Background: an optimization exercise with open tools, aiming at small area, a short achievable clock period and few clock cycles. Do not read the settings as production practice.
The RTL was checked by simulation tests, not by an equivalence proof against the original design.

==> job 1829 <==
==> flow/design.v <==
package edt_pkg;
  localparam int MAX_LEN_DEF = 16;
  localparam logic REG_BASE_LEN   = 1'b0;
  localparam logic REG_TARGET_LEN = 1'b1;
  localparam logic [1:0] KIND_MATCH  = 2'd0;
  localparam logic [1:0] KIND_INSERT = 2'd1;
  localparam logic [1:0] KIND_REMOVE = 2'd2;
  typedef enum logic [1:0] {
    FS_IDLE,
    FS_RUN,
    FS_DONE
  } fstate_t;
endpackage
module edt_cell #(
  parameter int MAX_LEN = edt_pkg::MAX_LEN_DEF
) (
  input  logic [MAX_LEN-1:0]     v_in,
  input  logic [MAX_LEN-1:0][7:0] base,
  input  logic [MAX_LEN-1:0]     base_on,
  input  logic [7:0]             sym,
  output logic [MAX_LEN-1:0]     v_out
);
  logic [MAX_LEN-1:0] m, u;
  always_comb begin
    for (int i = 0; i < MAX_LEN; i++) begin
      m[i] = base_on[i] && (base[i] == sym);
    end
    u     = v_in & m;
    v_out = (v_in + u) | (v_in & ~m);
  end
endmodule
module indel_edit_distance_traceback #(
  parameter int MAX_LEN = edt_pkg::MAX_LEN_DEF
) (
  input  logic         clk,
  input  logic         rst,
  input  logic         cfg_we,
  input  logic         cfg_index,
  input  logic [4:0]   cfg_data,
  input  logic         load_valid,
  output logic         load_ready,
  input  logic [3:0]   load_position,
  input  logic [7:0]   load_base_symbol,
  input  logic [7:0]   load_target_symbol,
  input  logic         load_last_load,
  output logic         result_valid,
  input  logic         result_ready,
  output logic [1:0]   result_op_kind,
  output logic [7:0]   result_op_symbol,
  output logic signed [4:0] result_base_index,
  output logic [5:0]   result_distance,
  output logic         result_last_op
);
  logic [4:0] base_length, target_length;
  logic [4:0] blen_eff, tlen_eff;
  assign blen_eff = (base_length > 5'd16) ? 5'd16 : base_length;
  assign tlen_eff = (target_length > 5'd16) ? 5'd16 : target_length;
  always_ff @(posedge clk) begin
    if (rst) begin
      base_length   <= 5'd15;
      target_length <= 5'd15;
    end else if (cfg_we) begin
      if (cfg_index == edt_pkg::REG_TARGET_LEN) target_length <= cfg_data;
      else base_length <= cfg_data;
    end
  end
  logic             ready_q;
  logic [15:0][7:0] bstore, tstore;
  logic             ps_v;            
  logic [4:0]       ps_b, ps_t;
  logic             wb_v;            
  logic [3:0]       wb_p;
  logic [7:0]       wb_t;
  logic             f_busy;
  logic [4:0]       f_b, f_t, f_r;
  logic [15:0]      f_v;
  logic             f_par;
  logic [15:0][7:0] f_base;
  logic [15:0][15:0] ring_v;
  logic [15:0][7:0]  ring_t;
  logic             t_act;
  logic [4:0]       t_x, t_y;
  logic             t_par;
  logic [5:0]       t_dist;
  logic [15:0][7:0] t_base;
  logic       load_fire, start, ld_tw, ld_unsafe, wb_unsafe, tw_en;
  logic [3:0] tw_p;
  logic [7:0] tw_d;
  assign load_ready = ready_q;
  assign load_fire  = load_valid && ready_q;
  assign start      = load_fire && load_last_load;
  assign ld_tw      = {1'b0, load_position} < tlen_eff;
  assign ld_unsafe  = f_busy && ({1'b0, load_position} < f_t) && ({1'b0, load_position} >= f_r);
  assign wb_unsafe  = f_busy && ({1'b0, wb_p} < f_t) && ({1'b0, wb_p} >= f_r);
  assign tw_en = wb_v ? !wb_unsafe : (load_fire && ld_tw && !ld_unsafe);
  assign tw_p  = wb_v ? wb_p : load_position;
  assign tw_d  = wb_v ? wb_t : load_target_symbol;
  always_ff @(posedge clk) begin
    if (load_fire && ({1'b0, load_position} < blen_eff)) begin
      bstore[load_position] <= load_base_symbol;
    end
    if (tw_en) begin
      tstore[tw_p] <= tw_d;
    end
    if (load_fire) begin
      wb_p <= load_position;
      wb_t <= load_target_symbol;
    end
    if (start) begin
      ps_b <= blen_eff;
      ps_t <= tlen_eff;
    end
  end
  logic [15:0] f_on, f_vn, f_zero;
  logic [7:0]  f_sym;
  logic        f_more, ring_ok, f_step, f_start, xfer, tr_free;
  logic [3:0]  f_slot;
  logic [4:0]  f_lcs;
  logic [5:0]  f_dist;
  assign f_sym  = tstore[f_r[3:0]];
  always_comb begin
    for (int i = 0; i < 16; i++) f_on[i] = (5'(i) < f_b);
  end
  edt_cell #(.MAX_LEN(16)) u_row (
    .v_in   (f_v),
    .base   (f_base),
    .base_on(f_on),
    .sym    (f_sym),
    .v_out  (f_vn)
  );
  assign f_more  = (f_r != f_t);
  assign ring_ok = !t_act || ((6'(f_r) + 6'(t_x)) <= 6'd15);
  assign f_step  = f_busy && f_more && ring_ok;
  assign f_slot  = f_r[3:0] ^ {4{f_par}};
  assign f_zero = ~f_v & f_on;
  always_comb begin
    f_lcs = '0;
    for (int i = 0; i < 16; i++) f_lcs = f_lcs + 5'(f_zero[i]);
  end
  assign f_dist = 6'(f_b) + 6'(f_t) - {f_lcs, 1'b0};
  assign xfer    = f_busy && !f_more && tr_free;
  assign f_start = ps_v && (!f_busy || xfer);
  always_ff @(posedge clk) begin
    if (rst) begin
      f_busy <= 1'b0;
      ps_v   <= 1'b0;
      wb_v   <= 1'b0;
    end else begin
      if (f_start) f_busy <= 1'b1;
      else if (xfer) f_busy <= 1'b0;
      if (start) ps_v <= 1'b1;
      else if (f_start) ps_v <= 1'b0;
      if (wb_v) begin
        if (!wb_unsafe) wb_v <= 1'b0;
      end else if (load_fire && ld_tw && ld_unsafe) begin
        wb_v <= 1'b1;
      end
    end
  end
  always_ff @(posedge clk) begin
    if (rst) begin
      ready_q <= 1'b1;
    end else begin
      ready_q <= !((wb_v && wb_unsafe) || (!wb_v && load_fire && ld_tw && ld_unsafe) ||
                   start || (ps_v && !f_start));
    end
  end
  always_ff @(posedge clk) begin
    if (f_start) begin
      f_b    <= ps_b;
      f_t    <= ps_t;
      f_r    <= '0;
      f_v    <= '1;
      f_par  <= ~f_par;
      f_base <= bstore;
    end else if (f_step) begin
      f_r <= f_r + 5'd1;
      f_v <= f_vn;
    end
    if (f_step) begin
      ring_v[f_slot] <= f_vn;
      ring_t[f_slot] <= f_sym;
    end
  end
  logic [3:0] t_slot, ysel;
  logic [15:0] t_row;
  logic [7:0] t_tsym, t_bsym, sym;
  logic       eq, emit_fire, t_last;
  logic [1:0] kind;
  logic [4:0] nx, ny;
  assign t_slot = (t_x[3:0] - 4'd1) ^ {4{t_par}};
  assign ysel   = t_y[3:0] - 4'd1;
  assign t_row  = ring_v[t_slot];
  assign t_tsym = ring_t[t_slot];
  assign t_bsym = t_base[ysel];
  assign eq     = (t_tsym == t_bsym);
  always_comb begin
    nx   = t_x;
    ny   = t_y;
    kind = edt_pkg::KIND_REMOVE;
    sym  = t_tsym;
    if (t_y == '0) begin
      nx = t_x - 5'd1;
    end else if (t_x == '0) begin
      kind = edt_pkg::KIND_INSERT;
      sym  = t_bsym;
      ny   = t_y - 5'd1;
    end else if (eq) begin
      kind = edt_pkg::KIND_MATCH;
      nx   = t_x - 5'd1;
      ny   = t_y - 5'd1;
    end else if (t_row[ysel]) begin
      kind = edt_pkg::KIND_INSERT;
      sym  = t_bsym;
      ny   = t_y - 5'd1;
    end else begin
      nx = t_x - 5'd1;
    end
  end
  assign t_last    = (nx == '0) && (ny == '0);
  assign emit_fire = t_act && (!result_valid || result_ready);
  assign tr_free   = !t_act || (emit_fire && t_last);
  always_ff @(posedge clk) begin
    if (rst) begin
      t_act <= 1'b0;
    end else if (xfer) begin
      t_act <= (f_b != '0) || (f_t != '0);
    end else if (emit_fire && t_last) begin
      t_act <= 1'b0;
    end
  end
  always_ff @(posedge clk) begin
    if (xfer) begin
      t_x    <= f_t;
      t_y    <= f_b;
      t_par  <= f_par;
      t_dist <= f_dist;
      t_base <= f_base;
    end else if (emit_fire) begin
      t_x <= nx;
      t_y <= ny;
    end
  end
  always_ff @(posedge clk) begin
    if (rst) begin
      result_valid <= 1'b0;
    end else if (emit_fire) begin
      result_valid <= 1'b1;
    end else if (result_ready) begin
      result_valid <= 1'b0;
    end
  end
  always_ff @(posedge clk) begin
    if (emit_fire) begin
      result_op_kind    <= kind;
      result_op_symbol  <= sym;
      result_base_index <= t_y - 5'd1;
      result_distance   <= t_dist;
      result_last_op    <= t_last;
    end
  end
endmodule
==> flow/run.sh <==
#!/bin/bash
# synth_recipe.tcl (not shown) runs the flow's synth.tcl, then flattens the netlist and writes it again
# the make line also repeats each setting of config.mk as NAME=value (left out here)
make -C /OpenROAD-flow-scripts/flow DESIGN_CONFIG=/design/flow/config.mk WORK_HOME=/design/flow/orfs CLKGATE_MAP_FILE= SYNTH_SCRIPT=/design/flow/synth_recipe.tcl finish
==> flow/config.mk <==
export PLATFORM = sky130hd
export DESIGN_NAME = indel_edit_distance_traceback
export DESIGN_NICKNAME = indel_edit_distance_traceback
export VERILOG_FILES = /design/flow/design.v
export SDC_FILE = /design/flow/constraint.sdc
export NUM_CORES = 4
export LEC_CHECK = 0
export CAP_MARGIN = 20
export CORE_MARGIN = 2
export CORE_UTILIZATION = 40
export SLEW_MARGIN = 20
==> flow/constraint.sdc <==
create_clock -name core_clock -period 7.0 [get_ports {clk}]
set_input_delay 1.4000 -clock core_clock [delete_from_list [all_inputs] [get_ports {clk}]]
set_output_delay 1.4000 -clock core_clock [all_outputs]
set_load 0.01 [all_outputs]
==> inputs of job 6812, as changes to job 1829 <==
==> flow/design.v, changed modules only <==
module edt_cell #(
  parameter int MAX_LEN = edt_pkg::MAX_LEN_DEF
) (
  input  logic [MAX_LEN-1:0] v_in,
  input  logic [MAX_LEN-1:0] m,
  output logic [MAX_LEN-1:0] v_out,
  output logic               lcs_inc
);
  logic [MAX_LEN:0] sum;
  assign sum     = {1'b0, v_in} + {1'b0, v_in & m};
  assign v_out   = sum[MAX_LEN-1:0] | (v_in & ~m);
  assign lcs_inc = sum[MAX_LEN];
endmodule
module indel_edit_distance_traceback #(
  parameter int MAX_LEN = edt_pkg::MAX_LEN_DEF
) (
  input  logic         clk,
  input  logic         rst,
  input  logic         cfg_we,
  input  logic         cfg_index,
  input  logic [4:0]   cfg_data,
  input  logic         load_valid,
  output logic         load_ready,
  input  logic [3:0]   load_position,
  input  logic [7:0]   load_base_symbol,
  input  logic [7:0]   load_target_symbol,
  input  logic         load_last_load,
  output logic         result_valid,
  input  logic         result_ready,
  output logic [1:0]   result_op_kind,
  output logic [7:0]   result_op_symbol,
  output logic signed [4:0] result_base_index,
  output logic [5:0]   result_distance,
  output logic         result_last_op
);
  logic [4:0] base_length, target_length;
  logic [4:0] blen_eff, tlen_eff;
  assign blen_eff = (base_length > 5'd16) ? 5'd16 : base_length;
  assign tlen_eff = (target_length > 5'd16) ? 5'd16 : target_length;
  always_ff @(posedge clk) begin
    if (rst) begin
      base_length   <= 5'd15;
      target_length <= 5'd15;
    end else if (cfg_we) begin
      if (cfg_index == edt_pkg::REG_TARGET_LEN) target_length <= cfg_data;
      else base_length <= cfg_data;
    end
  end
  logic             ready_q;
  logic [15:0][7:0] bstore, tstore;
  logic             ps_v;            
  logic [4:0]       ps_b, ps_t;
  logic             wb_v;            
  logic [3:0]       wb_p;
  logic [7:0]       wb_t;
  logic             f_busy, f_mv;
  logic [4:0]       f_b, f_t, f_r;
  logic [3:0]       f_rp;
  logic [15:0]      f_v, f_mq;
  logic [7:0]       f_sq;
  logic [5:0]       f_d;
  logic             f_par;
  logic [15:0][7:0] f_base;
  logic [15:0][15:0] ring_v;
  logic [15:0][7:0]  ring_t;
  logic             t_act;
  logic [4:0]       t_x, t_y;
  logic [15:0]      t_soh, t_yoh;    
  logic             t_par;
  logic [5:0]       t_dist;
  logic [15:0][7:0] t_base;
  logic       load_fire, start, ld_tw, ld_unsafe, wb_unsafe, tw_en;
  logic [3:0] tw_p;
  logic [7:0] tw_d;
  assign load_ready = ready_q;
  assign load_fire  = load_valid && ready_q;
  assign start      = load_fire && load_last_load;
  assign ld_tw      = {1'b0, load_position} < tlen_eff;
  assign ld_unsafe  = f_busy && ({1'b0, load_position} < f_t) && ({1'b0, load_position} >= f_r);
  assign wb_unsafe  = f_busy && ({1'b0, wb_p} < f_t) && ({1'b0, wb_p} >= f_r);
  assign tw_en = wb_v ? !wb_unsafe : (load_fire && ld_tw && !ld_unsafe);
  assign tw_p  = wb_v ? wb_p : load_position;
  assign tw_d  = wb_v ? wb_t : load_target_symbol;
  always_ff @(posedge clk) begin
    for (int i = 0; i < 16; i++) begin
      if (load_fire && ({1'b0, load_position} < blen_eff) && (load_position == 4'(i))) begin
        bstore[i] <= load_base_symbol;
      end
      if (tw_en && (tw_p == 4'(i))) begin
        tstore[i] <= tw_d;
      end
    end
    if (load_fire) begin
      wb_p <= load_position;
      wb_t <= load_target_symbol;
    end
    if (start) begin
      ps_b <= blen_eff;
      ps_t <= tlen_eff;
    end
  end
  logic [15:0] f_m, f_vn;
  logic [7:0]  f_sym;
  logic        f_inc, f_more, ring_ok, f_step, m_load, f_start, xfer, tr_free;
  logic [3:0]  f_slot;
  assign f_sym = tstore[f_rp];
  always_comb begin
    for (int i = 0; i < 16; i++) f_m[i] = (5'(i) < f_b) && (f_base[i] == f_sym);
  end
  edt_cell #(.MAX_LEN(16)) u_row (
    .v_in   (f_v),
    .m      (f_mq),
    .v_out  (f_vn),
    .lcs_inc(f_inc)
  );
  assign f_more  = (f_r != f_t);
  assign ring_ok = !t_act || ((6'(f_r) + 6'(t_x)) <= 6'd15);
  assign f_step  = f_busy && f_mv && f_more && ring_ok;
  assign m_load  = f_busy && (!f_mv || f_step);
  assign f_slot  = f_r[3:0] ^ {4{f_par}};
  assign xfer    = f_busy && !f_more && tr_free;
  assign f_start = ps_v && (!f_busy || xfer);
  always_ff @(posedge clk) begin
    if (rst) begin
      f_busy <= 1'b0;
      ps_v   <= 1'b0;
      wb_v   <= 1'b0;
    end else begin
      if (f_start) f_busy <= 1'b1;
      else if (xfer) f_busy <= 1'b0;
      if (start) ps_v <= 1'b1;
      else if (f_start) ps_v <= 1'b0;
      if (wb_v) begin
        if (!wb_unsafe) wb_v <= 1'b0;
      end else if (load_fire && ld_tw && ld_unsafe) begin
        wb_v <= 1'b1;
      end
    end
  end
  always_ff @(posedge clk) begin
    if (rst) begin
      ready_q <= 1'b1;
    end else begin
      ready_q <= !((wb_v && wb_unsafe) || (!wb_v && load_fire && ld_tw && ld_unsafe) ||
                   start || (ps_v && !f_start));
    end
  end
  always_ff @(posedge clk) begin
    if (f_start) begin
      f_b    <= ps_b;
      f_t    <= ps_t;
      f_r    <= '0;
      f_rp   <= '0;
      f_mv   <= 1'b0;
      f_v    <= '1;
      f_d    <= 6'(ps_b);
      f_par  <= ~f_par;
      f_base <= bstore;
    end else begin
      if (m_load) begin
        f_mq <= f_m;
        f_sq <= f_sym;
        f_rp <= f_rp + 4'd1;
        f_mv <= 1'b1;
      end
      if (f_step) begin
        f_r <= f_r + 5'd1;
        f_v <= f_vn;
        f_d <= f_inc ? (f_d - 6'd1) : (f_d + 6'd1);
      end
    end
    for (int i = 0; i < 16; i++) begin
      if (f_step && (f_slot == 4'(i))) begin
        ring_v[i] <= f_vn;
        ring_t[i] <= f_sq;
      end
    end
  end
  logic [15:0] t_row;
  logic [7:0]  t_tsym, t_bsym, sym;
  logic        t_hb, eq, xz, yz, x1, y1, dx, dy, emit_fire, t_last;
  logic [1:0]  kind;
  always_comb begin
    t_row  = '0;
    t_tsym = '0;
    t_bsym = '0;
    for (int i = 0; i < 16; i++) begin
      t_row  = t_row  | (ring_v[i] & {16{t_soh[i]}});
      t_tsym = t_tsym | (ring_t[i] & {8{t_soh[i]}});
      t_bsym = t_bsym | (t_base[i] & {8{t_yoh[i]}});
    end
  end
  assign t_hb = |(t_row & t_yoh);
  assign eq   = (t_tsym == t_bsym);
  assign xz   = (t_x == 5'd0);
  assign yz   = (t_y == 5'd0);
  assign x1   = (t_x == 5'd1);
  assign y1   = (t_y == 5'd1);
  always_comb begin
    dx   = 1'b0;
    dy   = 1'b0;
    kind = edt_pkg::KIND_REMOVE;
    sym  = t_tsym;
    if (yz) begin
      dx = 1'b1;
    end else if (xz) begin
      kind = edt_pkg::KIND_INSERT;
      sym  = t_bsym;
      dy   = 1'b1;
    end else if (eq) begin
      kind = edt_pkg::KIND_MATCH;
      dx   = 1'b1;
      dy   = 1'b1;
    end else if (t_hb) begin
      kind = edt_pkg::KIND_INSERT;
      sym  = t_bsym;
      dy   = 1'b1;
    end else begin
      dx = 1'b1;
    end
  end
  assign t_last    = (yz && x1) || (xz && y1) || (!xz && !yz && eq && x1 && y1);
  assign emit_fire = t_act && (!result_valid || result_ready);
  assign tr_free   = !t_act || (emit_fire && t_last);
  always_ff @(posedge clk) begin
    if (rst) begin
      t_act <= 1'b0;
    end else if (xfer) begin
      t_act <= (f_b != '0) || (f_t != '0);
    end else if (emit_fire && t_last) begin
      t_act <= 1'b0;
    end
  end
  always_ff @(posedge clk) begin
    if (xfer) begin
      t_x    <= f_t;
      t_y    <= f_b;
      t_par  <= f_par;
      t_dist <= f_d;
      t_base <= f_base;
      for (int i = 0; i < 16; i++) begin
        t_soh[i] <= (((f_t[3:0] - 4'd1) ^ {4{f_par}}) == 4'(i));
        t_yoh[i] <= ((f_b[3:0] - 4'd1) == 4'(i));
      end
    end else if (emit_fire) begin
      if (dx) begin
        t_x   <= t_x - 5'd1;
        t_soh <= t_par ? {t_soh[14:0], t_soh[15]} : {t_soh[0], t_soh[15:1]};
      end
      if (dy) begin
        t_y   <= t_y - 5'd1;
        t_yoh <= {1'b0, t_yoh[15:1]};
      end
    end
  end
  always_ff @(posedge clk) begin
    if (rst) begin
      result_valid <= 1'b0;
    end else if (emit_fire) begin
      result_valid <= 1'b1;
    end else if (result_ready) begin
      result_valid <= 1'b0;
    end
  end
  always_ff @(posedge clk) begin
    if (emit_fire) begin
      result_op_kind    <= kind;
      result_op_symbol  <= sym;
      result_base_index <= t_y - 5'd1;
      result_distance   <= t_dist;
      result_last_op    <= t_last;
    end
  end
endmodule
==> impl_results.html <==
<table>
<tr><th>Metric</th><th>Value</th></tr>
<tr><th colspan="2">Critical path</th></tr>
<tr><td>R2R Setup Slk</td><td>1.96 ns</td></tr>
<tr><th colspan="2">Finish</th></tr>
<tr><td>Share of final layout cell area taken by non-clock buffers</td><td>0.0218</td></tr>
<tr><td>Share of cells above drive strength 1</td><td>0.118</td></tr>
<tr><th colspan="2">Synthesis</th></tr>
<tr><td>Unique cell type count in the Yosys netlist</td><td>65</td></tr>
<tr><td>Share of Yosys cell area claimed by the top area cell type</td><td>0.746</td></tr>
<tr><td>Xor/xnor cell area share of the yosys netlist</td><td>0.0336</td></tr>
<tr><th colspan="2">Timing</th></tr>
<tr><td>Least-Margin Pin Slew</td><td>1.17 ns</td></tr>
<tr><th colspan="2">Run status</th></tr>
<tr><td>Run status</td><td>no timing/DRC/antenna violations</td></tr>
</table>
[end of results for job 6812]
==> impl_results.html <==
<table>
<tr><th>Metric</th><th>Value</th></tr>
<tr><th colspan="2">Synthesis</th></tr>
<tr><td>Share of Yosys cell area claimed by the top area cell type</td><td>0.571</td></tr>
<tr><th colspan="2">Finish</th></tr>
<tr><td>Share of final layout cell area taken by non-clock buffers</td><td>0.0327</td></tr>
<tr><td>Share of cells above drive strength 1</td><td>0.172</td></tr>
<tr><th colspan="2">Critical path</th></tr>
<tr><td>R2R Setup Slk</td><td>0.51 ns</td></tr>
<tr><th colspan="2">Run status</th></tr>
<tr><td>Run status</td><td>no timing/DRC/antenna violations</td></tr>
<tr><th colspan="2">Timing</th></tr>
<tr><td>Least-Margin Pin Slew</td><td>1.13 ns</td></tr>
</table>
[end of results for job 1829]
Testbench counts of job 1829, summed over its fixed seeds: cycles 24,206.
Testbench counts of job 6812, summed over its fixed seeds: cycles 24,571.

afterwards: timing with drivers on the ports:
Ports are ideal in the flow. The routed layouts listed here were re-timed in OpenROAD.
Step 1 assumes that a clkbuf_16 drives the clock port and a buf_2 every other input.
Step 2 adds t to the input delays and takes it off the output delays; t is the mean of the earliest and latest rising clock arrival at the registers after step 1. Input paths then give back, and output paths get back, about the clock's delay inside the block.
Three values: ideal ports, drivers, drivers and shift; two values: the first two.
run	t, ns	setup slack, ns	pins driven straight from the clock port
job 1829	0.784	0.510 / 0.510 / 0.510	1
job 6812	0.730	1.955 / 1.955 / 1.955	1
After both steps every run listed still meets setup and hold.
